Source: an optimization exercise on an open RTL-to-GDS flow (aim: small area). Production flows keep margins and buffers that such runs may drop. Only simulation tests tie the RTL to the original design; equivalence was not proved. No driver is modelled on the clock port, so clocking that relies on it looks cheaper here than on a real chip. No activity file was given, so power comes from the tool's default toggle rates.

`flow/run.sh`:
```
#!/bin/bash
# synth_recipe.tcl (not shown) runs the flow's synth.tcl, then flattens the netlist and writes it again
# the make line also repeats each setting of config.mk as NAME=value (left out here)
make -C /OpenROAD-flow-scripts/flow DESIGN_CONFIG=/design/flow/config.mk WORK_HOME=/design/flow/orfs CLKGATE_MAP_FILE= SYNTH_SCRIPT=/design/flow/synth_recipe.tcl finish
```
`flow/config.mk`:
```
export PLATFORM = sky130hd
export DESIGN_NAME = btb_predictor
export DESIGN_NICKNAME = btb_predictor
export VERILOG_FILES = /design/flow/design.v
export SDC_FILE = /design/flow/constraint.sdc
export NUM_CORES = 4
export LEC_CHECK = 0
export CAP_MARGIN = 20
export CORE_MARGIN = 2
export CORE_UTILIZATION = 40
export SLEW_MARGIN = 20
export SYNTH_HIERARCHICAL = 1
```
`flow/design.v`:
```
package btb_pkg;
  localparam logic [1:0] CTR_SNT   = 2'b00;
  localparam logic [1:0] CTR_WNT   = 2'b01;
  localparam logic [1:0] CTR_WT    = 2'b10;
  localparam logic [1:0] CTR_ST    = 2'b11;
  localparam logic [1:0] CTR_RESET = CTR_WNT;
  localparam logic [1:0] CTR_ALLOC = CTR_WT;
  function automatic logic [31:0] pc_idx(input logic [31:0] pc, input int idx_w);
    logic [31:0] mask;
    mask = (32'd1 << idx_w) - 32'd1;
    pc_idx = (pc >> 2) & mask;
  endfunction
  function automatic logic [31:0] pc_tag(input logic [31:0] pc, input int idx_w);
    pc_tag = pc >> (idx_w + 2);
  endfunction
endpackage
module sat_ctr2
(
  input  logic [1:0] ctr,
  input  logic       taken,
  output logic [1:0] ctr_nxt
);
  always_comb begin
    ctr_nxt = ctr;
    if (taken) begin
      if (ctr != btb_pkg::CTR_ST) ctr_nxt = ctr + 2'd1;
    end else begin
      if (ctr != btb_pkg::CTR_SNT) ctr_nxt = ctr - 2'd1;
    end
  end
endmodule
module btb_predictor (
  input  logic        gated_clock_PC,
  input  logic        rst,
  input  logic [31:0] fetch_pc,
  output logic        pred_taken,
  output logic [31:0] pred_target,
  input  logic        upd_valid,
  input  logic [31:0] upd_pc,
  input  logic        upd_taken,
  input  logic [31:0] upd_target,
  input  logic        upd_mispredict,
  input  logic        btb_clear,
  output logic [15:0] mispred_cnt
);
  localparam int ENTRIES = 32;
  localparam int TAG_W   = 25;
  logic [ENTRIES-1:0]            valid_q;
  logic [ENTRIES-1:0][TAG_W-1:0] tag_q;
  logic [ENTRIES-1:0][31:0]      target_q;
  logic [ENTRIES-1:0][1:0]       ctr_q;
  logic [15:0]                   mispred_cnt_q;
  logic [4:0]       f_idx, u_idx;
  logic [TAG_W-1:0] f_tag, u_tag;
  assign f_idx = fetch_pc[6:2];
  assign f_tag = fetch_pc[31:7];
  assign u_idx = upd_pc[6:2];
  assign u_tag = upd_pc[31:7];
  logic [ENTRIES-1:0] f_sel, u_sel;
  assign f_sel = 32'd1 << f_idx;
  assign u_sel = 32'd1 << u_idx;
  logic [TAG_W-1:0][ENTRIES-1:0] tag_col;
  logic [31:0][ENTRIES-1:0]      target_col;
  logic [1:0][ENTRIES-1:0]       ctr_col;
  for (genvar i = 0; i < ENTRIES; i++) begin : g_col
    for (genvar b = 0; b < TAG_W; b++) begin : g_t
      assign tag_col[b][i] = tag_q[i][b];
    end
    for (genvar b = 0; b < 32; b++) begin : g_g
      assign target_col[b][i] = target_q[i][b];
    end
    for (genvar b = 0; b < 2; b++) begin : g_c
      assign ctr_col[b][i] = ctr_q[i][b];
    end
  end
  logic             f_v, u_v, f_c1, f_hit, u_hit;
  logic [TAG_W-1:0] f_t, u_t;
  logic [1:0]       u_c;
  btb_rd32 u_rd_fv  (.s(f_sel), .d(valid_q),    .o(f_v));
  btb_rd32 u_rd_fc  (.s(f_sel), .d(ctr_col[1]), .o(f_c1));
  btb_rd32 u_rd_uv  (.s(u_sel), .d(valid_q),    .o(u_v));
  for (genvar b = 0; b < TAG_W; b++) begin : g_rd_tag
    btb_rd32 u_rd_ft (.s(f_sel), .d(tag_col[b]), .o(f_t[b]));
    btb_rd32 u_rd_ut (.s(u_sel), .d(tag_col[b]), .o(u_t[b]));
  end
  for (genvar b = 0; b < 2; b++) begin : g_rd_ctr
    btb_rd32 u_rd_uc (.s(u_sel), .d(ctr_col[b]), .o(u_c[b]));
  end
  assign f_hit      = f_v & (f_t == f_tag);
  assign u_hit      = u_v & (u_t == u_tag);
  assign pred_taken = f_hit & f_c1;
  for (genvar b = 0; b < 32; b++) begin : g_rd_tgt
    btb_rd32_gated u_rd_tg (.s(f_sel), .d(target_col[b]), .h(f_hit), .o(pred_target[b]));
  end
  assign mispred_cnt = mispred_cnt_q;
  logic [1:0] ctr_sat, ctr_new;
  sat_ctr2 u_sat_ctr2 (
    .ctr    (u_c),
    .taken  (upd_taken),
    .ctr_nxt(ctr_sat)
  );
  assign ctr_new = u_hit ? ctr_sat : btb_pkg::CTR_ALLOC;
  logic wr_t, wr_c;
  assign wr_t = upd_valid & ~btb_clear & upd_taken;
  assign wr_c = upd_valid & ~btb_clear & (upd_taken | u_hit);
  always_ff @(posedge gated_clock_PC or posedge rst) begin
    if (rst) begin
      valid_q       <= '0;
      mispred_cnt_q <= '0;
    end else begin
      if (upd_valid && upd_mispredict && (mispred_cnt_q != 16'hFFFF))
        mispred_cnt_q <= mispred_cnt_q + 16'd1;
      if (btb_clear)
        valid_q <= '0;
      else if (wr_t)
        valid_q[u_idx] <= 1'b1;
    end
  end
  logic [ENTRIES-1:0] we_t, we_c, nwe_t, nwe_c;
  assign we_t  = u_sel & {ENTRIES{wr_t}};
  assign we_c  = u_sel & {ENTRIES{wr_c}};
  assign nwe_t = ~we_t;
  assign nwe_c = ~we_c;
  logic [ENTRIES-1:0][TAG_W-1:0] tag_d;
  logic [ENTRIES-1:0][31:0]      target_d;
  logic [ENTRIES-1:0][1:0]       ctr_d;
  for (genvar i = 0; i < ENTRIES; i++) begin : g_ent
    for (genvar b = 0; b < TAG_W; b++) begin : g_tag
      btb_hold u_hold (.we(we_t[i]), .nwe(nwe_t[i]), .d(u_tag[b]), .q(tag_q[i][b]), .o(tag_d[i][b]));
    end
    for (genvar b = 0; b < 32; b++) begin : g_tgt
      btb_hold u_hold (.we(we_t[i]), .nwe(nwe_t[i]), .d(upd_target[b]), .q(target_q[i][b]), .o(target_d[i][b]));
    end
    for (genvar b = 0; b < 2; b++) begin : g_ctr
      btb_hold u_hold (.we(we_c[i]), .nwe(nwe_c[i]), .d(ctr_new[b]), .q(ctr_q[i][b]), .o(ctr_d[i][b]));
    end
  end
  always_ff @(posedge gated_clock_PC) begin
    tag_q    <= tag_d;
    target_q <= target_d;
    ctr_q    <= ctr_d;
  end
endmodule
module btb_rd32 (
  input  logic [31:0] s,
  input  logic [31:0] d,
  output logic        o
);
  logic [10:0] n;
  logic [2:0]  m;
  for (genvar g = 0; g < 10; g++) begin : g_aoi
    btb_aoi222 u_aoi (.a0(s[3*g]), .b0(d[3*g]), .a1(s[3*g+1]), .b1(d[3*g+1]),
                      .a2(s[3*g+2]), .b2(d[3*g+2]), .o(n[g]));
  end
  btb_aoi22 u_aoi_l (.a0(s[30]), .b0(d[30]), .a1(s[31]), .b1(d[31]), .o(n[10]));
  btb_nand4 u_nd0 (.a(n[0]), .b(n[1]), .c(n[2]),  .d(n[3]), .o(m[0]));
  btb_nand4 u_nd1 (.a(n[4]), .b(n[5]), .c(n[6]),  .d(n[7]), .o(m[1]));
  btb_nand3 u_nd2 (.a(n[8]), .b(n[9]), .c(n[10]), .o(m[2]));
  btb_or3   u_or  (.a(m[0]), .b(m[1]), .c(m[2]), .o(o));
endmodule
module btb_rd32_gated (
  input  logic [31:0] s,
  input  logic [31:0] d,
  input  logic        h,
  output logic        o
);
  logic [10:0] n;
  logic [2:0]  m;
  for (genvar g = 0; g < 10; g++) begin : g_aoi
    btb_aoi222 u_aoi (.a0(s[3*g]), .b0(d[3*g]), .a1(s[3*g+1]), .b1(d[3*g+1]),
                      .a2(s[3*g+2]), .b2(d[3*g+2]), .o(n[g]));
  end
  btb_aoi22 u_aoi_l (.a0(s[30]), .b0(d[30]), .a1(s[31]), .b1(d[31]), .o(n[10]));
  btb_nand4 u_nd0 (.a(n[0]), .b(n[1]), .c(n[2]),  .d(n[3]), .o(m[0]));
  btb_nand4 u_nd1 (.a(n[4]), .b(n[5]), .c(n[6]),  .d(n[7]), .o(m[1]));
  btb_nand3 u_nd2 (.a(n[8]), .b(n[9]), .c(n[10]), .o(m[2]));
  btb_oa31  u_oa  (.a(m[0]), .b(m[1]), .c(m[2]), .h(h), .o(o));
endmodule
module btb_aoi222 (
  input  logic a0, b0, a1, b1, a2, b2,
  output logic o
);
  assign o = ~((a0 & b0) | (a1 & b1) | (a2 & b2));
endmodule
module btb_aoi22 (
  input  logic a0, b0, a1, b1,
  output logic o
);
  assign o = ~((a0 & b0) | (a1 & b1));
endmodule
module btb_nand4 (
  input  logic a, b, c, d,
  output logic o
);
  assign o = ~(a & b & c & d);
endmodule
module btb_nand3 (
  input  logic a, b, c,
  output logic o
);
  assign o = ~(a & b & c);
endmodule
module btb_or3 (
  input  logic a, b, c,
  output logic o
);
  assign o = a | b | c;
endmodule
module btb_oa31 (
  input  logic a, b, c, h,
  output logic o
);
  assign o = (a | b | c) & h;
endmodule
module btb_hold (
  input  logic we,
  input  logic nwe,
  input  logic d,
  input  logic q,
  output logic o
);
  assign o = (d & we) | (q & nwe);
endmodule
```
`flow/constraint.sdc`:
```
create_clock -name core_clock -period 10.0 [get_ports {gated_clock_PC}]
set_input_delay 2.0000 -clock core_clock [delete_from_list [all_inputs] [get_ports {gated_clock_PC}]]
set_output_delay 2.0000 -clock core_clock [all_outputs]
set_load 0.01 [all_outputs]
```
==> key figures, run 1 <==
Floorplan
  • Core box area: ~170,000 sq um
  • Initial core utilization: about two fifths
  • Placement Rows: roughly 150
  • Die footprint: 179,000 sq um
  • DIE HEIGHT: 423 um
  • Num ports: ~150
  • Die width: roughly 420 um

Logic synthesis
  • Mapped Area: roughly 70,000 sq um
  • Post-Syn Area per Cell: approximately 13 sq um
  • Synth Area in Compound Gates: 38.3%
  • Simple-Gate Fraction of Synth Area: between 4 and 5%
  • Ys Warns: 8
  • Sequential element share of the synthesized area: 55.5%
  • Synth Area in Adders: less than 1%
  • Seq cells post-synth: between 1.5k and 2k
  • Post-Synthesis Cells: 5,615
  • Post-synthesis xor/xnor area fraction: less than 1%
  • Post-synthesis net count: roughly 5.7k
  • Main combinational cell family by area after synthesis: compound AO/OA/AOI/OAI gates
  • Multiplexer share of the synthesized area: 0.0160%
  • Cell variety after synth: 45

Finish
  • Final nets: 6,304
  • Fin cells: just under 9k
  • Share of post-route cells with drive strength above 1: between 10% and 20%
  • Area growth from synthesis to layout: 19.5%
  • Design area: about 84,000 sq um
  • Layout filler cell count: around 16k

Route
  • DR WL/cell: between 30 and 40 um
  • Vias per cell: 7.55
  • First drt pass iteration count: 17
  • Iter 0 DRT Violations: around 14k
  • Total number of vias: approximately 66k
  • Post-Route WL: ~320 mm
  • Drc violations: 0
  • Routed Antenna Nets: 0

Setup path
  • CP bufs+invs: 7
  • CP Data Required Time: 8.00 ns
  • Reg2Reg Setup Slack: ~5.3 ns
  • Cell at the slowest stage of the critical path: nor2_4
  • Worst-path fanout max: 23
  • CP delay by family, top: buffers and inverters
  • Critical path type: in2out
  • CP dominant cell by count: buf_4
  • R2R Path End: ctr_q[37]
  • CP Capture Type: primary output
  • Critical R2R Launch: tag_q[229]
  • CP Cell Sequence: clkdlybuf4s50_1 -> nand2_1 -> buf_4 -> nor2_4 -> buf_4 -> a222oi_1 -> nand4_1 -> or3_1 -> xnor2_1 -> buf_4 -> nand4_1 -> nor4_4 -> buf_12 -> buf_4 -> o31a_1 -> clkdlybuf4s50_1
  • Worst setup SP type: primary input
  • Slowest stage delay, CP: 0.79 ns
  • Crit path DAT: around 7.8 ns
  • Path depth of the worst reg2reg path: 9
  • Worst Setup SP: fetch_pc[2]

Clock tree
  • CTS max path bufs: 3
  • Later-pin clock latency in the skew report: 0.85 ns
  • Root buffer cell: clkbuf_16
  • Post-CTS Resized: 0
  • H-tree levels: 4
  • Post-CTS setup buffers: 0
  • CTS sink count: between 1.5k and 2k
  • Cts hold-fix bufs: 0
  • TritonCTS Buffers: slightly below 200
  • TritonCTS clock tree: done
  • Clock Pin Slew Worst Setup and Hold Paths: ~0.060 ns

STA
  • Max frequency: slightly above 100 MHz
  • Final period util: around 100%
  • Slew margin rel.: about 11%
  • Sum Neg Setup Slack: 0 ns
  • Fin crit period: ~9.8 ns
  • Endpoints failing hold: 0
  • Worst-Margin Slew: between 1 and 1.5 ns
  • Clock Skew: 0.0828 ns
  • Endpoints failing setup: 0
  • Slew Limit Fails: 0
  • RSZ-0062 raised after global routing: no

Hold path
  • Hold Path Depth: 1
  • Hold path startpoint: target_q[142]
  • Hold path endpoint: target_q[142]
  • Hold Path Class: reg2reg

GRT
  • Largest net degree at the start of global routing: 62
  • Gr ovfl total: 0
  • Vias in the first global route: about 62k
  • Initial antenna violation count: 5
  • First-pass GRT wire length: 448 mm
  • All-layer global routing usage: 33.4%

Placed design
  • Placed Instances: 8,319
  • GPL Wtd Cong: around 0.93
  • Placed inst area: a little under 80,000 sq um
  • PortBufs: between 100 and 150
  • Post-DP HPWL: about 190 mm

Power
  • Leak Pwr: ~32 nW
  • VDD IR-drop max: 0.156 mV
  • Pwr Density: roughly 210 nW/um^2

Run
  • Max-cap viol count: 0

Outcome
  • Outcome: no timing/DRC/antenna violations
==> cells in the mapped netlist, drive strengths merged <==
master	count	area share, %
nor4	3	0.045
a31o	1	0.012
buf	12	0.12
or4	1	0.011
nor3b	1	0.018
a222oi	870	12
and3b	1	0.012
or2	4	0.036
or3	56	0.50
nand4	188	1.7
inv	72	0.38
ha	7	0.12
xnor2	57	0.71
a31oi	1	0.0089
nand2b	8	0.071
nor2b	5	0.045
clkbuf	17	0.091
nand3b	4	0.043
dfxtp	1888	54
xor2	11	0.14
mux2	1	0.016
o311ai	3	0.048
o21ba	2	0.029
a22o	1888	24
a22oi	87	1.6
dfrtp	48	1.7
nor3	8	0.057
o31a	32	0.40
nand3	133	0.95
maj3	2	0.032
o21ai	1	0.0071
and4	1	0.012
and2	11	0.098
nor2	64	0.34
o311a	1	0.014
or3b	2	0.025
and3	35	0.31
o22ai	29	0.26
nand2	60	0.32
==> worst max path at each step <==
stage	cells after the start	slack, ns	end
after floorplan	10	0.65	pred_target[0]
after global placement	16	0.35	pred_target[14]
after detailed placement	16	0.29	pred_target[14]
after CTS	16	0.28	pred_target[14]
after global routing	16	0.27	pred_target[2]
final	16	0.17	pred_target[2]
==> layer usage <==
layer | routed length, um | vias up | track usage (%)
li1 | - | 26500 | -
met1 | 120000 | 32300 | 45.2
met2 | 127000 | 5747 | 46.5
met3 | 47000 | 1043 | 10.1
met4 | 20200 | 5 | 19.2
met5 | 312 | - | 1.37
==> modules after synthesis, one instance, submodules excluded, excerpt <==
module	area, sq um	cells inside
btb_aoi22	12.5	1
btb_aoi222	10.0	1
btb_hold	8.76	1
btb_nand3	5.00	1
btb_nand4	6.26	1
btb_oa31	8.76	1
btb_or3	6.26	1
btb_predictor	41700	2419
sat_ctr2	26.3	3
==> report_power, final <==
group / switching, mW / internal (mW)
logic: 0.613 / 0.622
registers: 0.461 / 8.38
clock network: 3.28 / 4.28
==> per-stage QoR <==
step           setup WS [ns]  power (mW)  hold slack, ns  util, %
2_1_floorplan          0.645        9.59           0.441        -
6_report               0.175        17.6           0.472     48.2
5_1_grt                0.267        18.1           0.481     48.2
4_1_cts                0.279        17.6           0.474     48.2
3_5_place_dp           0.289        10.2           0.453     44.4
3_3_place_gp           0.347        10.1           0.454     44.3
==> cell usage in the layout (no fill, tap or decap), drive strengths merged, types with 47 or more instances in the layout <==
cell type      synthesis  routed
clkinv                 0      83
clkdlybuf4s50          0     136
buf                   12     273
a222oi               870     870
dfrtp                 48      48
nand4                188     188
nor2                  64      64
a22oi                 87      87
a22o                1888    1888
nand3                133     133
xnor2                 57      57
or3                   56      56
inv                   72      47
dfxtp               1888    1888
clkbuf                17     292
nand2                 60      60
==> final cells by class <==
type,instances,area (sq um),share of cell area (%)
Antenna cell,5,12.5,0.0149
Clock buffer,292,5820,6.93
Sequential cell,1936,39000,46.5
Clock inverter,72,815,0.970
Multi-Input combinational cell,3578,31500,37.5
Timing Repair Buffer,409,3590,4.28
Inverter,72,314,0.374
Tap cell,2325,2910,3.47
==> logic make-up (layout without fill, tap and decap cells) <==
family,after synthesis,count (layout)
XOR/XNOR,68,68
AO/OA/AOI/OAI,2915,2915
multiplexers,1,1
buffers and inverters,101,845
AND/OR/NAND/NOR,585,585
other,0,5
adder cells (fa/ha/maj),9,9
flip-flops,1936,1936
==> sequential cells by signal (all words and copies together) (netlist names) <==
signal         count
ctr_q             64
mispred_cnt_q     16
tag_q            800
target_q        1024
valid_q           32
==> worst register-to-register path, cell delays in order, from the launching register on <==
cell      delay [ns]
dfxtp_1         0.33
a222oi_1        0.37
nand4_1         0.27
or3_1           0.43
xnor2_1         0.72
nand4_1         0.39
nor4_2          0.78
nand3_1         0.25
or2_2           0.65
a22o_1          0.36
==> run 2, diff against run 1 <==
--- a/flow/design.v
+++ b/flow/design.v
@@ -148,2 +148,21 @@
 );
+  logic [9:0] n;
+  logic [2:0] m;
+  logic       r;
+  for (genvar g = 0; g < 10; g++) begin : g_aoi
+    btb_aoi222 u_aoi (.a0(s[3*g]), .b0(d[3*g]), .a1(s[3*g+1]), .b1(d[3*g+1]),
+                      .a2(s[3*g+2]), .b2(d[3*g+2]), .o(n[g]));
+  end
+  btb_nand4 u_nd0 (.a(n[0]), .b(n[1]), .c(n[2]), .d(n[3]), .o(m[0]));
+  btb_nand4 u_nd1 (.a(n[4]), .b(n[5]), .c(n[6]), .d(n[7]), .o(m[1]));
+  btb_nand2 u_nd2 (.a(n[8]), .b(n[9]), .o(m[2]));
+  btb_or3   u_or  (.a(m[0]), .b(m[1]), .c(m[2]), .o(r));
+  btb_ao221 u_ao  (.a0(s[30]), .b0(d[30]), .a1(s[31]), .b1(d[31]), .c(r), .o(o));
+endmodule
+module btb_rd32_gated (
+  input  logic [31:0] s,
+  input  logic [31:0] d,
+  input  logic        h,
+  output logic        o
+);
   logic [10:0] n;
@@ -158,20 +177,2 @@
   btb_nand3 u_nd2 (.a(n[8]), .b(n[9]), .c(n[10]), .o(m[2]));
-  btb_or3   u_or  (.a(m[0]), .b(m[1]), .c(m[2]), .o(o));
-endmodule
-module btb_rd32_gated (
-  input  logic [31:0] s,
-  input  logic [31:0] d,
-  input  logic        h,
-  output logic        o
-);
-  logic [10:0] n;
-  logic [2:0]  m;
-  for (genvar g = 0; g < 10; g++) begin : g_aoi
-    btb_aoi222 u_aoi (.a0(s[3*g]), .b0(d[3*g]), .a1(s[3*g+1]), .b1(d[3*g+1]),
-                      .a2(s[3*g+2]), .b2(d[3*g+2]), .o(n[g]));
-  end
-  btb_aoi22 u_aoi_l (.a0(s[30]), .b0(d[30]), .a1(s[31]), .b1(d[31]), .o(n[10]));
-  btb_nand4 u_nd0 (.a(n[0]), .b(n[1]), .c(n[2]),  .d(n[3]), .o(m[0]));
-  btb_nand4 u_nd1 (.a(n[4]), .b(n[5]), .c(n[6]),  .d(n[7]), .o(m[1]));
-  btb_nand3 u_nd2 (.a(n[8]), .b(n[9]), .c(n[10]), .o(m[2]));
   btb_oa31  u_oa  (.a(m[0]), .b(m[1]), .c(m[2]), .h(h), .o(o));
@@ -184,2 +185,8 @@
 endmodule
+module btb_ao221 (
+  input  logic a0, b0, a1, b1, c,
+  output logic o
+);
+  assign o = (a0 & b0) | (a1 & b1) | c;
+endmodule
 module btb_aoi22 (
@@ -189,2 +196,8 @@
   assign o = ~((a0 & b0) | (a1 & b1));
+endmodule
+module btb_nand2 (
+  input  logic a, b,
+  output logic o
+);
+  assign o = ~(a & b);
 endmodule
==> flow/flow/run.sh (new file) <==
#!/bin/bash
# Own layout flow: the standard ORFS flow (standard.sh), with plain buffers on
# the ports, a clock tree of clkbuf_8 without dummy loads, and an area-recovery
# pass (downsizing off the critical paths) after CTS. Every tool's output stays in
# the ORFS logs under orfs/logs; make's own output goes to flow_make.log here.
set -euo pipefail
here=$(pwd)
bash standard.sh \
  "BUFFER_PORTS_ARGS=-buffer_cell sky130_fd_sc_hd__buf_1" \
  "CTS_ARGS=-sink_clustering_enable -repair_clock_nets -buf_list sky130_fd_sc_hd__clkbuf_8 -sink_clustering_size 16 -sink_clustering_max_diameter 60 -dont_use_dummy_load" \
  "POST_CTS_TCL=$here/flow/post_cts.tcl" \
  finish > "$here/flow_make.log" 2>&1
==> flow/flow/post_cts.tcl (new file) <==
# After CTS and its timing repair: give back area on paths with slack to spare.
log_cmd repair_timing -recover_power 100 -setup_margin 0.1 -verbose
log_cmd detailed_placement
check_placement -verbose
==> flow/standard.sh (new file) <==
#!/bin/bash
# synth_recipe.tcl (not shown) runs the flow's synth.tcl, then flattens the netlist and writes it again
# the make line also repeats each setting of config.mk as NAME=value (left out here)
make -C /OpenROAD-flow-scripts/flow DESIGN_CONFIG=/design/flow/config.mk WORK_HOME=/design/flow/orfs CLKGATE_MAP_FILE= SYNTH_SCRIPT=/design/flow/synth_recipe.tcl "${@:-finish}"
--- a/flow/config.mk
+++ b/flow/config.mk
@@ -7,6 +7,7 @@
 export LEC_CHECK = 0
-export CAP_MARGIN = 20
+export CAP_MARGIN = 5
 export CORE_MARGIN = 2
-export CORE_UTILIZATION = 40
-export SLEW_MARGIN = 20
+export CORE_UTILIZATION = 55
+export PLACE_DENSITY = 0.65
+export SLEW_MARGIN = 5
 export SYNTH_HIERARCHICAL = 1
removed: flow/run.sh
==> key figures, run 2 <==
Outcome
  • Outcome: complete, but fails checks (was no timing/DRC/antenna violations)
  • SO Viols: capacitance limit, slew limit

Route
  • First drt pass iteration count: 17 (unchanged)
  • Routed Antenna Nets: 0 (unchanged)
  • Post-Route WL: 313 mm (was 315 mm)
  • Iter 0 DRT Violations: 17.4k (was 14.1k)
  • Met2 WL post-DR: 123 mm (was 127 mm)
  • DR WL/cell: 40.0 um (was 36.3 um)
  • Drc violations: 0 (unchanged)
  • Wire length on met1: 115 mm (was 120 mm)
  • WL met3: 52.7 mm (was 47.0 mm)
  • Top sig layer: met5 (unchanged)
  • Vias per cell: 8.44 (was 7.55)
  • Total number of vias: 66.0k (was 65.6k)

Logic synthesis
  • Synth top area share: 54.0% (was 53.8%)
  • Main combinational cell family by area after synthesis: compound AO/OA/AOI/OAI gates (unchanged)
  • Synth Area in Adders: 0.157% (about the same)
  • Post-synthesis net count: 5,724 (unchanged)
  • Fraction of registers with async set/reset: 2.48% (unchanged)
  • Post-Synthesis Cells: 5,615 (unchanged)
  • Post-Syn Area per Cell: 12.5 sq um (about the same)
  • Ys Warns: 8 (unchanged)
  • Synth area leaders: dfxtp_1 54%, a22o_1 24%, a222oi_1 12%, dfrtp_1 1.7%, nand4_1 1.7% (unchanged)
  • Top post-synthesis cells by count: 1,888 x a22o_1, 1,888 x dfxtp_1, 870 x a222oi_1 (unchanged)
  • Post-synthesis xor/xnor area fraction: 0.851% (was 0.848%)
  • Synth area leader: dfxtp_1 (unchanged)
  • Cell variety after synth: 46 (was 45)
  • EDFF count, synth: 0 (unchanged)
  • Sequential element share of the synthesized area: 55.7% (was 55.5%)
  • Simple-Gate Fraction of Synth Area: 4.49% (was 4.57%)
  • Prevailing post-synth register cell: dfxtp_1 (unchanged)
  • Synth Area in Compound Gates: 38.2% (was 38.3%)
  • Seq cells post-synth: 1,936 (unchanged)
  • Multiplexer share of the synthesized area: 0.0161% (was 0.0160%)
  • Mapped Area: 70,000 sq um (was 70,200 sq um)

Floorplan
  • Die footprint: 130,000 sq um (was 179,000 sq um)
  • Die width: 361 um (was 423 um)
  • Core box area: 126,000 sq um (was 174,000 sq um)
  • Initial core utilization: 55.6% (was 40.3%)
  • DIE HEIGHT: 361 um (was 423 um)
  • Num ports: 151 (unchanged)
  • Placement Rows: 130 (was 153)

Clock tree
  • Later-pin clock latency in the skew report: 0.97 ns (was 0.85 ns)
  • TritonCTS clock tree: done (unchanged)
  • CTS sink count: 1,936 (unchanged)
  • Clock Pin Slew Worst Setup and Hold Paths: 0.07 ns (was 0.06 ns)

Setup path
  • Crit path DAT: 7.89 ns (was 7.83 ns)
  • R2R Path End: ctr_q[59] (was ctr_q[37])
  • Worst-path fanout max: 32 (was 23)
  • Reg2Reg Setup Slack: 5.26 ns (was 5.33 ns)
  • Worst setup SP type: primary input (unchanged)
  • Setup crit end: pred_target[15] (was pred_target[2])
  • CP Data Required Time: 8.00 ns (about the same)
  • Path depth of the worst reg2reg path: 10 (was 9)
  • CP Capture Type: primary output (unchanged)
  • Critical R2R Launch: tag_q[585] (was tag_q[229])
  • Worst Setup SP: fetch_pc[6] (was fetch_pc[2])
  • Critical path type: in2out (unchanged)

Power
  • Seq pwr share: 63.7% (was 50.1%)
  • Cell Int Power: 10.3 mW (was 13.3 mW)
  • Sw Share: 25.8% (was 24.7%)
  • Combinational share of power: 8.7% (was 7.0%)
  • Pwr Density: 179 nW/um^2 (was 210 nW/um^2)
  • Clock power share: 27.6% (was 42.9%)
  • VDD IR-drop max: 0.160 mV (was 0.156 mV)
  • Power, Total: 13.9 mW (was 17.6 mW)
  • Leak Pwr: 29.7 nW (was 32.4 nW)
  • Psw: 3.58 mW (was 4.36 mW)

Finish
  • Final Util: 61.7% (was 48.2%)
  • Most flop-heavy register: target_q (unchanged)
  • Area growth from synthesis to layout: 10.9% (was 19.5%)
  • Final nets: 6,273 (was 6,304)
  • Most frequent cells in the layout: 1,888 x a22o_1, 1,888 x dfxtp_1, 870 x a222oi_1 (unchanged)
  • Fin cells: 7,819 (was 8,689)
  • Share of post-route cells with drive strength above 1: 9.56% (was 13.0%)
  • Top Registers: target_q x1024, tag_q x800, ctr_q x64 (unchanged)
  • Design area: 77,600 sq um (was 83,900 sq um)
  • Max FFs per register: 1,024 (unchanged)

STA
  • Slew margin rel.: -3.08% (was 10.8%)
  • Slew Limit Fails: 18 (was 0)
  • Clock Skew: 0.0507 ns (was 0.0828 ns)
  • Worst-Margin Slew: 1.55 ns (was 1.34 ns)
  • Fin crit period: 9.89 ns (was 9.83 ns)
  • Final period util: 98.9% (was 98.3%)
  • Endpoints failing setup: 0 (unchanged)
  • Sum Neg Setup Slack: 0 ns (unchanged)
  • Worst hold margin: 0.479 ns (was 0.472 ns)
  • PnR worst setup slack: 0.112 ns (was 0.175 ns)
  • RSZ-0062 raised after global routing: no (unchanged)
  • Max frequency: 101 MHz (was 102 MHz)
  • Endpoints failing hold: 0 (unchanged)

Run
  • Max-cap viol count: 2 (was 0)

GRT
  • Largest net degree at the start of global routing: 62 (unchanged)
  • Vias in the first global route: 61.2k (was 62.5k)
  • First-pass GRT wire length: 441 mm (was 448 mm)
  • Gr ovfl total: 0 (unchanged)
  • All-layer global routing usage: 45.7% (was 33.4%)
  • Initial antenna violation count: 11 (was 5)

Hold path
  • Hold Path Class: reg2reg (unchanged)

Placed design
  • PortBufs: 146 (unchanged)
  • Post-DP HPWL: 176 mm (was 186 mm)
  • Placement Setup Slack: 0.986 ns (was 0.289 ns)
  • Placed inst area: 75,200 sq um (was 77,300 sq um)
  • Placed Instances: 7,638 (was 8,319)
  • GPL Wtd Cong: 0.964 (was 0.929)
==> run 2: cell count changes after synthesis, sizes merged <==
cell / delta
nand2: +55
a22oi: -55
a221o: +55
nand3: -55
==> run 2: metal layers <==
layer | vias up | track usage (%)
li1 | 26200 | -
met1 | 31900 | 62.0
met2 | 6517 | 61.9
met3 | 1404 | 16.4
met4 | 14 | 27.2
met5 | - | 0
==> run 2: cells by family (layout without fill, tap and decap cells) <==
family          Yosys count  in the layout
compound gates         2915           2915
xor+xnor                 68             68
fa+ha+maj                 9              9
buf+inv                 101            648
flops                  1936           1936
mux                       1              1
other cells               0              7
simple gates            585            585
==> run 2: per-module statistics from Yosys (local to each module, per instance), a selection <==
module	copies in the design	cells inside	cell area (sq um)
btb_ao221	55	1	10.0
btb_aoi22	32	1	12.5
btb_hold	1888	1	8.76
btb_nand3	32	1	5.00
btb_nand4	174	1	6.26
btb_oa31	32	1	8.76
btb_predictor	1	2419	41700
==> run 2: layout make-up <==
| class | instances | area [sq um] |
|---|---|---|
| inverter | 72 | 333 |
| clock buffer | 146 | 2010 |
| fill | 10200 | 48300 |
| antenna | 7 | 17.5 |
| sequential | 1936 | 39000 |
| timing repair buffer | 430 | 3100 |
| tap | 1650 | 2060 |
| multi-input combinational | 3578 | 31100 |
==> run 2: how the worst min path moves through the flow <==
stage | from | endpoint | slack (ns) | depth (start not counted)
floorplan | target_q[0] | target_q[0] | 0.44 | 1
global placement | target_q[770] | target_q[770] | 0.45 | 1
detailed placement | target_q[893] | target_q[893] | 0.45 | 1
global route | target_q[614] | target_q[614] | 0.49 | 1
finish | target_q[374] | target_q[374] | 0.48 | 1
==> run 2: power groups by stage <==
stage | Clock [mW] | Combinational, mW | Sequential, mW
after detailed placement | 0 | 1.17 | 8.96
final | 3.83 | 1.21 | 8.83
after global placement | 0 | 1.13 | 8.96
after global routing | 4.08 | 1.28 | 8.89
after floorplan | 0 | 0.743 | 8.85
==> run 2: critical path, cell delays in order <==
cell and delay (ns):
buf_1 0.17, nand2b_1 0.72, nor2_4 0.48, a222oi_1 0.47
nand4_1 0.48, or3_1 0.55, a221o_1 0.29, xnor2_1 0.16
nand4_1 0.16, or4_1 0.56, nor4_1 0.70, buf_12 0.35
o31a_1 0.52, buf_1 0.20
==> run 3, diff against run 2 <==
--- a/flow/design.v
+++ b/flow/design.v
@@ -58,4 +58,11 @@
   assign u_tag = upd_pc[31:7];
-  logic [ENTRIES-1:0] f_sel, u_sel;
-  assign f_sel = 32'd1 << f_idx;
+  logic [ENTRIES-1:0] f_sel, f_sel_g, u_sel;
+  logic [7:0]         f_lo_n;
+  logic [3:0]         f_hi_n;
+  assign f_lo_n = ~(8'd1 << f_idx[2:0]);
+  assign f_hi_n = ~(4'd1 << f_idx[4:3]);
+  for (genvar i = 0; i < ENTRIES; i++) begin : g_fdec
+    btb_nor2 u_sel_t (.a(f_hi_n[i/8]), .b(f_lo_n[i%8]), .o(f_sel[i]));
+    btb_nor2 u_sel_g (.a(f_hi_n[i/8]), .b(f_lo_n[i%8]), .o(f_sel_g[i]));
+  end
   assign u_sel = 32'd1 << u_idx;
@@ -92,3 +99,3 @@
   for (genvar b = 0; b < 32; b++) begin : g_rd_tgt
-    btb_rd32_gated u_rd_tg (.s(f_sel), .d(target_col[b]), .h(f_hit), .o(pred_target[b]));
+    btb_rd32_gated u_rd_tg (.s(f_sel_g), .d(target_col[b]), .h(f_hit), .o(pred_target[b]));
   end
@@ -148,5 +155,4 @@
 );
-  logic [9:0] n;
-  logic [2:0] m;
-  logic       r;
+  logic [10:0] n;
+  logic [2:0]  m;
   for (genvar g = 0; g < 10; g++) begin : g_aoi
@@ -155,7 +161,7 @@
   end
-  btb_nand4 u_nd0 (.a(n[0]), .b(n[1]), .c(n[2]), .d(n[3]), .o(m[0]));
-  btb_nand4 u_nd1 (.a(n[4]), .b(n[5]), .c(n[6]), .d(n[7]), .o(m[1]));
-  btb_nand2 u_nd2 (.a(n[8]), .b(n[9]), .o(m[2]));
-  btb_or3   u_or  (.a(m[0]), .b(m[1]), .c(m[2]), .o(r));
-  btb_ao221 u_ao  (.a0(s[30]), .b0(d[30]), .a1(s[31]), .b1(d[31]), .c(r), .o(o));
+  btb_aoi22 u_aoi_l (.a0(s[30]), .b0(d[30]), .a1(s[31]), .b1(d[31]), .o(n[10]));
+  btb_nand4 u_nd0 (.a(n[0]), .b(n[1]), .c(n[2]),  .d(n[3]), .o(m[0]));
+  btb_nand4 u_nd1 (.a(n[4]), .b(n[5]), .c(n[6]),  .d(n[7]), .o(m[1]));
+  btb_nand3 u_nd2 (.a(n[8]), .b(n[9]), .c(n[10]), .o(m[2]));
+  btb_or3   u_or  (.a(m[0]), .b(m[1]), .c(m[2]), .o(o));
 endmodule
@@ -185,8 +191,2 @@
 endmodule
-module btb_ao221 (
-  input  logic a0, b0, a1, b1, c,
-  output logic o
-);
-  assign o = (a0 & b0) | (a1 & b1) | c;
-endmodule
 module btb_aoi22 (
@@ -197,3 +197,3 @@
 endmodule
-module btb_nand2 (
+module btb_nor2 (
   input  logic a, b,
@@ -201,3 +201,3 @@
 );
-  assign o = ~(a & b);
+  assign o = ~(a | b);
 endmodule
--- a/flow/flow/run.sh
+++ b/flow/flow/run.sh
@@ -3,4 +3,4 @@
 # the ports, a clock tree of clkbuf_8 without dummy loads, and an area-recovery
-# pass (downsizing off the critical paths) after CTS. Every tool's output stays in
-# the ORFS logs under orfs/logs; make's own output goes to flow_make.log here.
+# pass (downsizing off the critical paths) after CTS. Every tool's output stays
+# in the ORFS logs under orfs/logs; make's own output goes to flow_make.log here.
 set -euo pipefail
==> flow/flow/post_cts.tcl (replaced) <==
# After CTS and its timing repair: give back area on paths with slack to spare.
log_cmd repair_timing -recover_power 100 -setup_margin 0.3 -verbose
log_cmd detailed_placement
check_placement -verbose
--- a/flow/config.mk
+++ b/flow/config.mk
@@ -7,7 +7,8 @@
 export LEC_CHECK = 0
-export CAP_MARGIN = 5
+export CAP_MARGIN = 20
 export CORE_MARGIN = 2
-export CORE_UTILIZATION = 55
-export PLACE_DENSITY = 0.65
-export SLEW_MARGIN = 5
+export CORE_UTILIZATION = 65
+export PLACE_DENSITY = 0.75
+export SETUP_SLACK_MARGIN = 0.2
+export SLEW_MARGIN = 20
 export SYNTH_HIERARCHICAL = 1
==> key figures, run 3 <==
Clock tree
  • CTS sink count: 1,936 (unchanged)
  • Later-pin clock latency in the skew report: 0.90 ns (was 0.97 ns)
  • Clock Pin Slew Worst Setup and Hold Paths: 0.04 ns (was 0.07 ns)
  • TritonCTS clock tree: done (unchanged)

Setup path
  • CP Data Required Time: 8.00 ns (about the same)
  • CP bufs+invs: 4 (was 3)
  • Worst setup SP type: primary input (unchanged)
  • CP Capture Type: primary output (unchanged)
  • Cell at the slowest stage of the critical path: nand2_1 (was nand2b_1)
  • Critical R2R Launch: tag_q[537] (was tag_q[585])
  • Critical path depth in cells: 15 (was 14)
  • Path depth of the worst reg2reg path: 9 (was 10)
  • Critical path type: in2out (unchanged)
  • Worst-path fanout max: 32 (unchanged)
  • R2R Path End: ctr_q[61] (was ctr_q[59])
  • CP Cell Sequence: buf_1 -> nor2_1 -> nand2_1 -> nor2_2 -> buf_4 -> a222oi_1 -> nand4_1 -> or3_1 -> xor2_1 -> nor4_1 -> nand3_1 -> nor3_1 -> buf_12 -> o31a_1 -> buf_1 (was buf_1 -> nand2b_1 -> nor2_4 -> a222oi_1 -> nand4_1 -> or3_1 -> a221o_1 -> xnor2_1 -> nand4_1 -> or4_1 -> nor4_1 -> buf_12 -> o31a_1 -> buf_1)
  • Slowest stage delay, CP: 0.65 ns (was 0.72 ns)
  • Crit path DAT: 7.36 ns (was 7.89 ns)
  • CP dominant cell by count: buf_1
  • Reg2Reg Setup Slack: 5.57 ns (was 5.26 ns)
  • CP delay by family, top: simple AND/OR/NAND/NOR gates (unchanged)

GRT
  • Vias in the first global route: 61.9k (was 61.2k)
  • Largest net degree at the start of global routing: 63 (was 62)
  • All-layer global routing usage: 48.3% (was 45.7%)
  • Gr ovfl total: 0 (unchanged)
  • First-pass GRT wire length: 407 mm (was 441 mm)
  • Initial antenna violation count: 19 (was 11)

Route
  • First drt pass iteration count: 17 (unchanged)
  • DR WL/cell: 37.2 um (was 40.0 um)
  • Routed Antenna Nets: 0 (unchanged)
  • Post-Route WL: 282 mm (was 313 mm)
  • Total number of vias: 65.6k (was 66.0k)
  • Vias per cell: 8.64 (was 8.44)
  • Iter 0 DRT Violations: 15.6k (was 17.4k)
  • Drc violations: 0 (unchanged)

Finish
  • Top Registers: target_q x1024, tag_q x800, ctr_q x64 (unchanged)
  • Share of post-route cells with drive strength above 1: 10.7% (was 9.56%)
  • Fin cells: 7,593 (was 7,819)
  • Most frequent cells in the layout: 1,888 x a22o_1, 1,888 x dfxtp_1, 870 x a222oi_1 (unchanged)
  • Final nets: 6,296 (was 6,273)
  • Area growth from synthesis to layout: 10.7% (was 10.9%)
  • Layout filler cell count: 7,693 (was 10.2k)
  • Max FFs per register: 1,024 (unchanged)
  • Most flop-heavy register: target_q (unchanged)

STA
  • Clock Skew: 0.0513 ns (was 0.0507 ns)
  • Slew margin rel.: 14.8% (was -3.08%)
  • RSZ-0062 raised after global routing: no (unchanged)
  • Final period util: 93.6% (was 98.9%)
  • Fin crit period: 9.36 ns (was 9.89 ns)
  • Worst-Margin Slew: 1.28 ns (was 1.55 ns)
  • Endpoints failing setup: 0 (unchanged)
  • Endpoints failing hold: 0 (unchanged)
  • Sum Neg Setup Slack: 0 ns (unchanged)
  • Max frequency: 107 MHz (was 101 MHz)
  • Worst hold margin: 0.474 ns (was 0.479 ns)
  • Slew Limit Fails: 0 (was 18)

Logic synthesis
  • Post-Synthesis Cells: 5,647 (was 5,615)
  • Ys Warns: 8 (unchanged)
  • Top post-synthesis cells by count: 1,888 x a22o_1, 1,888 x dfxtp_1, 870 x a222oi_1 (unchanged)
  • Post-Syn Area per Cell: 12.5 sq um (about the same)
  • Sequential element share of the synthesized area: 55.5% (was 55.7%)
  • Post-synthesis net count: 5,756 (was 5,724)
  • Cell variety after synth: 44 (was 46)
  • EDFF count, synth: 0 (unchanged)
  • Synth area leader: dfxtp_1 (unchanged)
  • Synth area leaders: dfxtp_1 54%, a22o_1 24%, a222oi_1 12%, dfrtp_1 1.7%, nand4_1 1.6% (was dfxtp_1 54%, a22o_1 24%, a222oi_1 12%, dfrtp_1 1.7%, nand4_1 1.7%)
  • Fraction of registers with async set/reset: 2.48% (unchanged)
  • Seq cells post-synth: 1,936 (unchanged)
  • Prevailing post-synth register cell: dfxtp_1 (unchanged)
  • Mapped Area: 70,300 sq um (was 70,000 sq um)
  • Synth top area share: 53.8% (was 54.0%)

Power
  • Leak Pwr: 29.8 nW (was 29.7 nW)
  • Pwr Density: 177 nW/um^2 (was 179 nW/um^2)
  • Power, Total: 13.8 mW (was 13.9 mW)
  • Sw Share: 25.6% (was 25.8%)
  • Cell Int Power: 10.3 mW (about the same)
  • Combinational share of power: 8.8% (was 8.7%)
  • Psw: 3.53 mW (was 3.58 mW)
  • Clock power share: 27.2% (was 27.6%)
  • VDD IR-drop max: 0.172 mV (was 0.160 mV)
  • Seq pwr share: 64.1% (was 63.7%)

Floorplan
  • Die footprint: 111,000 sq um (was 130,000 sq um)
  • Die width: 333 um (was 361 um)
  • DIE HEIGHT: 333 um (was 361 um)
  • Num ports: 151 (unchanged)
  • Initial core utilization: 65.6% (was 55.6%)
  • Core box area: 107,000 sq um (was 126,000 sq um)
  • Placement Rows: 120 (was 130)

Hold path
  • Hold path endpoint: target_q[680] (was target_q[374])
  • Hold path startpoint: target_q[680] (was target_q[374])
  • Hold Path Depth: 1 (unchanged)
  • Hold Path Class: reg2reg (unchanged)

Run
  • Max-cap viol count: 0 (was 2)

Placed design
  • Post-DP HPWL: 154 mm (was 176 mm)
  • Placed Instances: 7,399 (was 7,638)
  • GPL Wtd Cong: 1.02 (was 0.964)
  • PortBufs: 146 (unchanged)

Outcome
  • Outcome: no timing/DRC/antenna violations (was complete, but fails checks)
==> run 3: changes by cell type after synthesis, sizes merged, moves of 5 or more <==
cell,change
a221o,-55
a22oi,+55
nand2,-56
nand3,+56
nand4,-7
nor2,+33
nor3,+5
nor4,+9
xnor2,-26
xor2,+23
==> run 3: kinds of logic (layout without fill, tap and decap cells) <==
kind of cell | Yosys count | in the layout | share of synthesized area (%)
AND/OR/NAND/NOR | 617 | 617 | 4.73
adder cells (fa/ha/maj) | 9 | 9 | 0.157
XOR/XNOR | 65 | 65 | 0.810
flip-flops | 1936 | 1936 | 55.5
AO/OA/AOI/OAI | 2915 | 2915 | 38.2
multiplexers | 1 | 1 | 0.0160
buffers and inverters | 104 | 642 | 0.621
other | 0 | 5 | 0
==> run 3: layer usage <==
metal,global-route usage [%],vias to the layer above,part of all wire (%)
met4,35.1,24,8.7
met2,66.5,6612,40
met5,0.304,-,0.056
met1,63.3,31300,35
met3,15.8,1374,17
li1,-,26300,-
==> run 3: modules after synthesis (local to each module, per instance), excerpt <==
module,cells,flops+latches
btb_aoi22,1,0
btb_nand3,1,0
btb_nor2,1,0
btb_oa31,1,0
btb_or3,1,0
btb_predictor,2387,1936
==> run 3: how the worst max path moves through the flow <==
stage                start               to
5_1_grt        fetch_pc[4]  pred_target[31]
6_report       fetch_pc[4]  pred_target[31]
2_1_floorplan  fetch_pc[2]   pred_target[0]
3_5_place_dp   fetch_pc[2]  pred_target[31]
3_3_place_gp   fetch_pc[4]  pred_target[31]
==> run 3: cell type report <==
class	instances	area, sq um	share of cell area (%)
Timing Repair Buffer	420	3360	4.31
Tap cell	1403	1760	2.26
Antenna cell	5	12.5	0.0161
Multi-Input combinational cell	3607	31400	40.3
Inverter	76	287	0.368
Sequential cell	1936	39000	50.1
Clock buffer	146	2010	2.58
==> run 3: through the flow <==
stage / utilization [%] / area (sq um) / setup slack (ns)
floorplan: - / 70300 / 1.18
global placement: 69.8 / 74900 / 1.32
detailed placement: 69.8 / 74900 / 1.30
global route: 72.6 / 77800 / 0.698
finish: 72.6 / 77800 / 0.641
==> run 3: power groups by stage <==
stage                     Combinational (mW)  Sequential [mW]  Clock (mW)
final                                   1.21             8.84        3.75
after global routing                    1.27             8.90        3.99
after detailed placement                1.16             8.97           0
after global placement                  1.11             8.96           0
after floorplan                        0.731             8.87           0
==> run 4, diff against run 3 <==
--- a/flow/config.mk
+++ b/flow/config.mk
@@ -9,4 +9,4 @@
 export CORE_MARGIN = 2
-export CORE_UTILIZATION = 65
-export PLACE_DENSITY = 0.75
+export CORE_UTILIZATION = 60
+export PLACE_DENSITY = 0.7
 export SETUP_SLACK_MARGIN = 0.2
==> key figures, run 4 <==
Placed design
  • GPL Wtd Cong: 0.991 (was 1.02)
  • PortBufs: 146 (unchanged)
  • Post-DP HPWL: 157 mm (was 154 mm)
  • Placed inst area: 75,000 sq um (was 74,900 sq um)
  • Placement Setup Slack: 1.22 ns (was 1.30 ns)

Hold path
  • Hold path endpoint: target_q[767] (was target_q[680])
  • Hold path startpoint: target_q[767] (was target_q[680])
  • Hold Path Class: reg2reg (unchanged)
  • Hold Path Depth: 1 (unchanged)

Finish
  • Share of post-route cells with drive strength above 1: 10.6% (was 10.7%)
  • Most flop-heavy register: target_q (unchanged)
  • Area growth from synthesis to layout: 10.5% (was 10.7%)
  • Top Registers: target_q x1024, tag_q x800, ctr_q x64 (unchanged)
  • Max FFs per register: 1,024 (unchanged)
  • Most frequent cells in the layout: 1,888 x a22o_1, 1,888 x dfxtp_1, 870 x a222oi_1 (unchanged)
  • Layout filler cell count: 8,916 (was 7,693)
  • Final nets: 6,272 (was 6,296)
  • Design area: 77,700 sq um (was 77,800 sq um)

Power
  • Seq pwr share: 63.8% (was 64.1%)
  • Clock power share: 27.5% (was 27.2%)
  • Cell Int Power: 10.3 mW (about the same)
  • Leak Pwr: 29.6 nW (was 29.8 nW)
  • Combinational share of power: 8.7% (was 8.8%)
  • Power, Total: 13.8 mW (about the same)
  • Sw Share: 25.7% (was 25.6%)
  • Pwr Density: 178 nW/um^2 (was 177 nW/um^2)
  • Psw: 3.55 mW (was 3.53 mW)
  • VDD IR-drop max: 0.143 mV (was 0.172 mV)

STA
  • Max frequency: 109 MHz (was 107 MHz)
  • PnR worst setup slack: 0.867 ns (was 0.641 ns)
  • RSZ-0062 raised after global routing: no (unchanged)
  • Clock Skew: 0.0855 ns (was 0.0513 ns)
  • Slew margin rel.: 16.2% (was 14.8%)
  • Endpoints failing setup: 0 (unchanged)
  • Endpoints failing hold: 0 (unchanged)
  • Sum Neg Setup Slack: 0 ns (unchanged)
  • Worst hold margin: 0.474 ns (about the same)
  • Final period util: 91.3% (was 93.6%)
  • Fin crit period: 9.13 ns (was 9.36 ns)
  • Worst-Margin Slew: 1.26 ns (was 1.28 ns)
  • Slew Limit Fails: 0 (unchanged)

Floorplan
  • Initial core utilization: 60.5% (was 65.6%)
  • Core box area: 116,000 sq um (was 107,000 sq um)
  • Num ports: 151 (unchanged)
  • Die footprint: 120,000 sq um (was 111,000 sq um)
  • Die width: 346 um (was 333 um)
  • DIE HEIGHT: 346 um (was 333 um)
  • Placement Rows: 125 (was 120)

GRT
  • Vias in the first global route: 61.0k (was 61.9k)
  • Gr ovfl total: 0 (unchanged)
  • All-layer global routing usage: 45.2% (was 48.3%)
  • First-pass GRT wire length: 411 mm (was 407 mm)
  • Initial antenna violation count: 12 (was 19)
  • Largest net degree at the start of global routing: 63 (unchanged)

Setup path
  • Slowest stage delay, CP: 1.20 ns (was 0.65 ns)
  • Reg2Reg Setup Slack: 5.71 ns (was 5.57 ns)
  • CP Data Required Time: 8.00 ns (about the same)
  • Path depth of the worst reg2reg path: 9 (unchanged)
  • Crit path DAT: 7.13 ns (was 7.36 ns)
  • CP Cell Sequence: buf_1 -> nand3b_1 -> nor2_2 -> a222oi_1 -> nand4_1 -> or3_1 -> xor2_1 -> nor4_1 -> nand4_1 -> nor3_2 -> buf_12 -> o31a_1 -> buf_1 (was buf_1 -> nor2_1 -> nand2_1 -> nor2_2 -> buf_4 -> a222oi_1 -> nand4_1 -> or3_1 -> xor2_1 -> nor4_1 -> nand3_1 -> nor3_1 -> buf_12 -> o31a_1 -> buf_1)
  • Worst Setup SP: fetch_pc[2] (was fetch_pc[4])
  • R2R Path End: ctr_q[5] (was ctr_q[61])
  • Worst setup SP type: primary input (unchanged)
  • CP Capture Type: primary output (unchanged)
  • Critical path type: in2out (unchanged)
  • Worst-path fanout max: 32 (unchanged)
  • Critical R2R Launch: tag_q[312] (was tag_q[537])
  • Cell at the slowest stage of the critical path: nor2_2 (was nand2_1)

Route
  • Post-Route WL: 286 mm (was 282 mm)
  • Iter 0 DRT Violations: 15.5k (was 15.6k)
  • Drc violations: 0 (unchanged)
  • DR WL/cell: 37.2 um (about the same)
  • Routed Antenna Nets: 0 (unchanged)
  • First drt pass iteration count: 17 (unchanged)
  • Vias per cell: 8.41 (was 8.64)
  • Total number of vias: 64.7k (was 65.6k)

Logic synthesis
  • Ys Warns: 8 (unchanged)
  • Synth area leaders: dfxtp_1 54%, a22o_1 24%, a222oi_1 12%, dfrtp_1 1.7%, nand4_1 1.6% (unchanged)
  • Simple-Gate Fraction of Synth Area: 4.73% (unchanged)
  • Synth Area in Compound Gates: 38.2% (unchanged)
  • Fraction of registers with async set/reset: 2.48% (unchanged)
  • Top post-synthesis cells by count: 1,888 x a22o_1, 1,888 x dfxtp_1, 870 x a222oi_1 (unchanged)
  • EDFF count, synth: 0 (unchanged)
  • Post-Syn Area per Cell: 12.5 sq um (unchanged)
  • Mapped Area: 70,300 sq um (unchanged)
  • Seq cells post-synth: 1,936 (unchanged)
  • Sequential element share of the synthesized area: 55.5% (unchanged)
  • Synth area leader: dfxtp_1 (unchanged)
  • Post-Synthesis Cells: 5,647 (unchanged)
  • Cell variety after synth: 44 (unchanged)
  • Synth Area in Adders: 0.157% (unchanged)
  • Multiplexer share of the synthesized area: 0.0160% (unchanged)
  • Main combinational cell family by area after synthesis: compound AO/OA/AOI/OAI gates (unchanged)
  • Prevailing post-synth register cell: dfxtp_1 (unchanged)
  • Synth top area share: 53.8% (unchanged)
  • Post-synthesis xor/xnor area fraction: 0.810% (unchanged)
  • Post-synthesis net count: 5,756 (unchanged)

Run
  • Max-cap viol count: 0 (unchanged)

Clock tree
  • Clock Pin Slew Worst Setup and Hold Paths: 0.04 ns (about the same)
  • CTS sink count: 1,936 (unchanged)
  • TritonCTS clock tree: done (unchanged)
  • Later-pin clock latency in the skew report: 0.93 ns (was 0.90 ns)

Outcome
  • Outcome: no timing/DRC/antenna violations (unchanged)
## run 4: through the flow
step           utilization (%)  std cells
2_1_floorplan                -       5647
3_3_place_gp              64.5       7500
3_5_place_dp              64.5       7500
5_1_grt                   66.8       7686
6_report                  66.8       7692
## run 4: final cells by class
type,count,area (sq um),share of cell area (%)
multi-input cells,3607,31400,40.5
flip-flops and latches,1936,39000,50.2
clock buffers,148,2040,2.62
repair buffers,394,3000,3.86
well taps,1524,1910,2.45
diodes,7,17.5,0.0226
inverters,76,287,0.369
## run 4: cell families after synthesis
group | after synthesis
mux | 1
flops | 1936
buf+inv | 104
xor+xnor | 65
compound gates | 2915
fa+ha+maj | 9
simple gates | 617
## run 4: worst max-delay path, delay by kind of cell
family                 cells  cell delay, ns
AND/OR/NAND/NOR            7            3.57
XOR/XNOR                   1            0.06
buffers and inverters      3            0.77
AO/OA/AOI/OAI              2            0.71
## run 4: power by group through the flow
stage / sequential, mW / clock (mW) / combinational (mW)
after global placement: 8.96 / 0 / 1.12
after detailed placement: 8.97 / 0 / 1.16
after global routing: 8.90 / 4.05 / 1.27
final: 8.83 / 3.80 / 1.20
after floorplan: 8.87 / 0 / 0.731
## run 4: metal layers
| metal | vias to the layer above | routed length [um] | global-route usage, % |
|---|---|---|---|
| met5 | - | 67 | 0 |
| li1 | 26200 | - | - |
| met3 | 1185 | 42800 | 13.0 |
| met1 | 31300 | 104000 | 59.9 |
| met4 | 12 | 22200 | 30.6 |
| met2 | 5990 | 117000 | 63.7 |
## run 4: worst max-delay path by stage
| stage | slack [ns] | cells after the start | to |
|---|---|---|---|
| final | 0.87 | 13 | pred_target[21] |
| after detailed placement | 1.22 | 14 | pred_target[21] |
| after global routing | 0.88 | 14 | pred_target[21] |
| after floorplan | 1.18 | 10 | pred_target[0] |
| after global placement | 1.22 | 14 | pred_target[21] |
## run 4: modules after synthesis (local to each module, per instance), a selection
module	times used	flip-flops and latches
btb_nor2	64	0
btb_aoi22	87	0
btb_or3	55	0
btb_aoi222	870	0
btb_nand3	87	0
btb_hold	1888	0
btb_oa31	32	0
btb_predictor	1	1936
==> run 5, diff against run 4 <==
==> flow/flow/post_cts.tcl (replaced) <==
foreach inst [[ord::get_db_block] getInsts] {
  if {[[$inst getMaster] getName] eq "sky130_fd_sc_hd__a22oi_2"} {
    replace_cell [get_cells [$inst getName]] sky130_fd_sc_hd__a22oi_1
  }
}
estimate_parasitics -placement
log_cmd repair_timing -recover_power 100 -setup_margin 0.3 -verbose
log_cmd detailed_placement
check_placement -verbose
==> key figures, run 5 <==
Route
  • Drc violations: 0 (unchanged)
  • Iter 0 DRT Violations: 15.3k (was 15.5k)
  • Total number of vias: 64.7k (about the same)
  • Vias per cell: 8.42 (was 8.41)
  • DR WL/cell: 37.2 um (about the same)
  • Routed Antenna Nets: 0 (unchanged)
  • First drt pass iteration count: 13 (was 17)
  • Post-Route WL: 286 mm (about the same)

Setup path
  • CP Cell Sequence: buf_1 -> nand3b_1 -> nor2_2 -> a222oi_1 -> nand4_1 -> or3_1 -> xor2_1 -> nor4_1 -> nand4_1 -> nor3_2 -> buf_12 -> o31a_1 -> buf_1 (unchanged)
  • Critical path type: in2out (unchanged)
  • Crit path DAT: 7.18 ns (was 7.13 ns)
  • CP Data Required Time: 8.00 ns (about the same)
  • CP bufs+invs: 3 (unchanged)
  • CP Capture Type: primary output (unchanged)
  • CP delay by family, top: simple AND/OR/NAND/NOR gates (unchanged)
  • Cell at the slowest stage of the critical path: nor2_2 (unchanged)
  • Critical R2R Launch: tag_q[95] (was tag_q[312])
  • Reg2Reg Setup Slack: 5.74 ns (was 5.71 ns)
  • Worst setup SP type: primary input (unchanged)
  • R2R Path End: ctr_q[4] (was ctr_q[5])
  • Path depth of the worst reg2reg path: 9 (unchanged)
  • Worst-path fanout max: 32 (unchanged)
  • Slowest stage delay, CP: 1.21 ns (was 1.20 ns)

Run
  • Max-cap viol count: 0 (unchanged)

Floorplan
  • Die width: 346 um (unchanged)
  • Die footprint: 120,000 sq um (unchanged)
  • Placement Rows: 125 (unchanged)
  • Core box area: 116,000 sq um (unchanged)
  • Initial core utilization: 60.5% (unchanged)
  • DIE HEIGHT: 346 um (unchanged)
  • Num ports: 151 (unchanged)

Finish
  • Top Registers: target_q x1024, tag_q x800, ctr_q x64 (unchanged)
  • Layout filler cell count: 8,983 (was 8,916)
  • Area growth from synthesis to layout: 9.87% (was 10.5%)
  • Final nets: 6,272 (unchanged)
  • Share of post-route cells with drive strength above 1: 9.15% (was 10.6%)
  • Max FFs per register: 1,024 (unchanged)
  • Most flop-heavy register: target_q (unchanged)
  • Design area: 77,200 sq um (was 77,700 sq um)
  • Fin cells: 7,693 (was 7,692)
  • Final Util: 66.5% (was 66.8%)
  • Most frequent cells in the layout: 1,888 x a22o_1, 1,888 x dfxtp_1, 870 x a222oi_1 (unchanged)

Hold path
  • Hold path endpoint: target_q[767] (unchanged)
  • Hold path startpoint: target_q[767] (unchanged)
  • Hold Path Class: reg2reg (unchanged)
  • Hold Path Depth: 1 (unchanged)

STA
  • RSZ-0062 raised after global routing: no (unchanged)
  • Final period util: 91.8% (was 91.3%)
  • Slew Limit Fails: 0 (unchanged)
  • Endpoints failing setup: 0 (unchanged)
  • Clock Skew: 0.0791 ns (was 0.0855 ns)
  • Sum Neg Setup Slack: 0 ns (unchanged)
  • Slew margin rel.: 15.7% (was 16.2%)
  • Endpoints failing hold: 0 (unchanged)
  • Worst-Margin Slew: 1.26 ns (about the same)
  • Fin crit period: 9.18 ns (was 9.13 ns)
  • Max frequency: 109 MHz (about the same)

GRT
  • Vias in the first global route: 61.0k (about the same)
  • All-layer global routing usage: 45.2% (about the same)
  • Largest net degree at the start of global routing: 63 (unchanged)
  • Initial antenna violation count: 14 (was 12)
  • First-pass GRT wire length: 411 mm (unchanged)
  • Gr ovfl total: 0 (unchanged)

Logic synthesis
  • Post-Syn Area per Cell: 12.5 sq um (unchanged)
  • Cell variety after synth: 44 (unchanged)
  • Synth top area share: 53.8% (unchanged)
  • Synth area leader: dfxtp_1 (unchanged)
  • Ys Warns: 8 (unchanged)
  • Top post-synthesis cells by count: 1,888 x a22o_1, 1,888 x dfxtp_1, 870 x a222oi_1 (unchanged)
  • Seq cells post-synth: 1,936 (unchanged)
  • Post-Synthesis Cells: 5,647 (unchanged)
  • EDFF count, synth: 0 (unchanged)
  • Post-synthesis net count: 5,756 (unchanged)
  • Sequential element share of the synthesized area: 55.5% (unchanged)
  • Fraction of registers with async set/reset: 2.48% (unchanged)
  • Prevailing post-synth register cell: dfxtp_1 (unchanged)
  • Mapped Area: 70,300 sq um (unchanged)
  • Synth area leaders: dfxtp_1 54%, a22o_1 24%, a222oi_1 12%, dfrtp_1 1.7%, nand4_1 1.6% (unchanged)

Power
  • VDD IR-drop max: 0.142 mV (was 0.143 mV)
  • Leak Pwr: 29.6 nW (about the same)
  • Power, Total: 13.8 mW (about the same)
  • Pwr Density: 179 nW/um^2 (was 178 nW/um^2)

Outcome
  • Outcome: no timing/DRC/antenna violations (unchanged)

Clock tree
  • Clock Pin Slew Worst Setup and Hold Paths: 0.04 ns (about the same)
  • CTS sink count: 1,936 (unchanged)
  • Later-pin clock latency in the skew report: 0.92 ns (was 0.93 ns)
  • TritonCTS clock tree: done (unchanged)

Placed design
  • Post-DP HPWL: 157 mm (unchanged)
  • Placed inst area: 75,000 sq um (unchanged)
  • PortBufs: 146 (unchanged)
  • GPL Wtd Cong: 0.991 (unchanged)
  • Placed Instances: 7,500 (unchanged)
run 5: changes by cell type in the layout (fill, tap and decap cells not counted):
| cell | before | now |
|---|---|---|
| a22oi_1 | 0 | 87 |
| a22oi_2 | 87 | 0 |
| diode_2 | 7 | 8 |
run 5: cell type report:
class	instances	area [sq um]	area share (%)
repair buffers	394	3000	3.88
diodes	8	20.0	0.0259
well taps	1524	1910	2.47
multi-input cells	3607	31000	40.1
inverters	76	287	0.371
flip-flops and latches	1936	39000	50.5
clock buffers	148	2040	2.64
run 5: Yosys stat by module (local to each module, per instance), excerpt:
module	flops+latches	area [sq um]	cells
btb_hold	0	8.76	1
btb_aoi222	0	10.0	1
btb_predictor	1936	41600	2387
btb_nor2	0	3.75	1
btb_nand4	0	6.26	1
btb_aoi22	0	12.5	1
sat_ctr2	0	26.3	3
btb_nand3	0	5.00	1
btb_oa31	0	8.76	1
btb_or3	0	6.26	1
run 5: layer usage:
metal / share of wire (%) / wire length, um / track usage [%]
met5: 0.034 / 96 / 0
met3: 15 / 42900 / 12.9
met4: 8.0 / 22900 / 31.0
met2: 41 / 116000 / 63.5
met1: 36 / 104000 / 60.0
run 5: power by group:
group          internal [mW]  switching (mW)  leakage [nW]
clock network           1.33            2.46          1.06
registers               8.37           0.452          16.1
logic                  0.580           0.620          12.5
run 5: per-stage QoR:
step / worst slack, ns / hold slack (ns)
after floorplan: 1.18 / 0.441
after global routing: 0.864 / 0.489
after detailed placement: 1.22 / 0.453
final: 0.822 / 0.476
after global placement: 1.22 / 0.455
run 5: worst reg2reg max path: cells and delay by family (launching register included):
family | cells | cell delay (ns)
flops | 1 | 0.34
simple gates | 6 | 2.89
compound gates | 2 | 0.66
xor+xnor | 1 | 0.29
run 5: worst max path at each step:
stage | cells past startpoint | endpoint | slack [ns] | from
after floorplan | 10 | pred_target[0] | 1.18 | fetch_pc[2]
after global placement | 14 | pred_target[21] | 1.22 | fetch_pc[4]
after detailed placement | 14 | pred_target[21] | 1.22 | fetch_pc[4]
after global routing | 14 | pred_target[21] | 0.86 | fetch_pc[4]
final | 13 | pred_target[21] | 0.82 | fetch_pc[2]
run 5: cells by family after synthesis:
logic type / count (synthesis) / synth area share (%)
mux: 1 / 0.0160
fa+ha+maj: 9 / 0.157
compound gates: 2915 / 38.2
xor+xnor: 65 / 0.810
flops: 1936 / 55.5
simple gates: 617 / 4.73
buf+inv: 104 / 0.621

[static timing again, ports no longer ideal]
Ports are ideal in the flow. The routed layouts listed here were re-timed in OpenROAD.
Step 1, drivers: a clkbuf_16 drives gated_clock_PC and a buf_2 each remaining input, both assumed.
Step 2 moves the port delays by t, midway between the first and last clock arrival at a register: inputs arrive t later, outputs are due t later. That takes back most of the time a late clock gives input paths.
Three values: ideal, step 1, step 2; two values: the first two.
run	t, ns	setup WS [ns]	worst register clock-pin slew, ns	pins driven straight from the clock port
run 1	0.903	0.175 / 0.149 / 0.149	0.07 / 0.07	1
run 2	1.032	0.112 / 0.023 / 0.023	0.11 / 0.11	1
run 3	0.946	0.641 / 0.464 / 0.464	0.11 / 0.11	1
run 4	0.957	0.867 / 0.694 / 0.694	0.11 / 0.11	1
run 5	0.950	0.822 / 0.657 / 0.657	0.11 / 0.11	1
The setup slack of run 3, which loses most, moves by -0.177 ns with the drivers and by -0.177 ns with both steps.
